From an optimization exercise on the open Yosys and OpenROAD flow, aimed at small area; shortcuts taken in it are not production practice.
The RTL was checked by simulation tests, not by an equivalence proof against the original design.
Power is estimated from default activity; no workload was simulated.

// ffe_lms_adapt
module ffe_lms_adapt
#(
    parameter int IN_BW      = 11,
    parameter int OUT_BW     = 9,
    parameter int COEF_BW    = 9,
    parameter int N_COEF     = 7,
    parameter int ACC_EXT    = 8,
    parameter int MU_TRAIN   = ffe_pkg::MU_TRAIN_DEF,
    parameter int MU_TRACK   = ffe_pkg::MU_TRACK_DEF,
    parameter int TRAIN_LEN  = 1024,
    parameter int CENTER_TAP = 3
) (
    input  logic                       i_clk,
    input  logic                       i_rst,
    input  logic                       i_en,
    input  logic [IN_BW-1:0]           i_data,
    input  logic [OUT_BW-1:0]          i_ffe_out,
    input  logic                       i_adapt_en,
    input  logic                       i_restart,
    output logic [COEF_BW*N_COEF-1:0]  o_coefs,
    output logic [OUT_BW:0]            o_error,
    output logic [1:0]                 o_state,
    output logic                       o_trained
);
Size: ~2,600 cells after synthesis, ~100 I/O pins.
Settings: LEC_CHECK=0, ABC_AREA=1, CAP_MARGIN=20, CORE_MARGIN=2, CORE_UTILIZATION=40, SLEW_MARGIN=20; clock period 12.0 ns.
standard.sh (not shown) runs the stock make flow with config.mk's settings and CLKGATE_MAP_FILE= SYNTH_SCRIPT=/design/flow/synth_recipe.tcl, a recipe that flattens the netlist after the stock synthesis.
==> flow/flow/run.sh <==
#!/bin/bash
# The standard layout, with two changes:
#  - after the standard synthesis, flow/netopt.py removes inverters around the adder cells
#    (logic and registers unchanged; see the script);
#  - the port buffers are the smallest plain buffer.
set -euo pipefail
R=orfs/results/sky130hd/ffe_lms_adapt/base
bash standard.sh synth > orfs_synth.log 2>&1
python3 flow/netopt.py $R/1_2_yosys.v $R/1_2_yosys_opt.v > netopt.log 2>&1
cp $R/1_2_yosys.v $R/1_2_yosys_std.v
mv $R/1_2_yosys_opt.v $R/1_2_yosys.v
rm -f $R/1_synth.odb
bash standard.sh "BUFFER_PORTS_ARGS=-buffer_cell sky130_fd_sc_hd__buf_1" "CTS_ARGS=-sink_clustering_enable -repair_clock_nets -dont_use_dummy_load" finish > orfs_make.log 2>&1
Other scripts of this flow, unchanged in this note and not shown: flow/flow/netopt.py
==> next run, changes <==
--- a/flow/flow/run.sh
+++ b/flow/flow/run.sh
@@ -12,2 +12,2 @@
 rm -f $R/1_synth.odb
-bash standard.sh "BUFFER_PORTS_ARGS=-buffer_cell sky130_fd_sc_hd__buf_1" "CTS_ARGS=-sink_clustering_enable -repair_clock_nets -dont_use_dummy_load" finish > orfs_make.log 2>&1
+bash standard.sh "BUFFER_PORTS_ARGS=-buffer_cell sky130_fd_sc_hd__buf_1" finish > orfs_make.log 2>&1
- CORE_UTILIZATION: 40 -> 60
- PLACE_DENSITY: unset -> 0.72
=> The new run produced a clean layout. Power rose by about 3%. Clock-buffer cell count rises by 5. Sequential share of layout area hardly moves. Wire length came out lower by 4.1%. Worst hold slack stays flat. Fmax is about the same. Via count went up by about 2.6%. Area after synthesis is unchanged. Setup slack is better by 0.026 ns. Clock skew fell by 0.066 ns.
==> next run, changes <==
--- a/flow/flow/run.sh
+++ b/flow/flow/run.sh
@@ -12,2 +12,2 @@
 rm -f $R/1_synth.odb
-bash standard.sh "BUFFER_PORTS_ARGS=-buffer_cell sky130_fd_sc_hd__buf_1" finish > orfs_make.log 2>&1
+bash standard.sh "BUFFER_PORTS_ARGS=-buffer_cell sky130_fd_sc_hd__buf_1" "CTS_ARGS=-sink_clustering_enable -repair_clock_nets -dont_use_dummy_load -buf_list {sky130_fd_sc_hd__clkbuf_4 sky130_fd_sc_hd__clkbuf_8}" finish > orfs_make.log 2>&1
- CORE_UTILIZATION: 60 -> 40
- PLACE_DENSITY: 0.72 -> unset
What happened:
- routed wire length increases by 4.9%
- final cell count increases by 8.0%
- core utilization decreases by 22 points
- non-clock buffer count increases by 3
- worst setup slack degrades by 0.047 ns
- clock-buffer cell count increases by 13
- synthesized area is unchanged
- global-route usage decreases by 9.1 points
- maximum frequency decreases by 0.41%
- combinational power increases by about 1%
- total power decreases by 4.1%
==> next run, changes <==
--- a/flow/flow/run.sh
+++ b/flow/flow/run.sh
@@ -12,2 +12,2 @@
 rm -f $R/1_synth.odb
-bash standard.sh "BUFFER_PORTS_ARGS=-buffer_cell sky130_fd_sc_hd__buf_1" "CTS_ARGS=-sink_clustering_enable -repair_clock_nets -dont_use_dummy_load -buf_list {sky130_fd_sc_hd__clkbuf_4 sky130_fd_sc_hd__clkbuf_8}" finish > orfs_make.log 2>&1
+bash standard.sh "BUFFER_PORTS_ARGS=-buffer_cell sky130_fd_sc_hd__buf_1" finish > orfs_make.log 2>&1
Outcome: The new run finished with timing, DRC and antenna clean. Area after synthesis stays the same. Sequential cell count stays the same. Routed wire length fell by about 0.6%. Hold slack is about the same. Fmax hardly moves.

afterwards: timing with drivers on the ports:
The flow's constraints put no driver on any port. The routed layouts listed below were extracted and timed again, unchanged, in two steps. Step 1, drivers: a clkbuf_16 drives i_clk and a buf_2 each remaining input, both assumed. Step 2, shift: input delay + t, output delay - t, t = (earliest + latest rising clock arrival at the registers) / 2. This alone moves slack from input paths to output paths. a / b / c = no drivers / after step 1 / after step 2; a / b = the first two.
| run | t (ns) | setup WS [ns] | latest minus earliest clock arrival (ns) | slew at the worst register clock pin (ns) |
|---|---|---|---|---|
| the first run | 0.627 | 0.369 / 0.369 / 0.369 | 0.081 / 0.081 | 0.06 / 0.06 |
| the second run | 0.650 | 0.396 / 0.396 / 0.396 | 0.016 / 0.016 | 0.07 / 0.07 |
| the third run | 0.659 | 0.348 / 0.348 / 0.348 | 0.084 / 0.084 | 0.06 / 0.06 |
| the fourth run | 0.655 | 0.375 / 0.375 / 0.375 | 0.029 / 0.029 | 0.07 / 0.07 |
After both steps setup and hold are still met in every run listed.
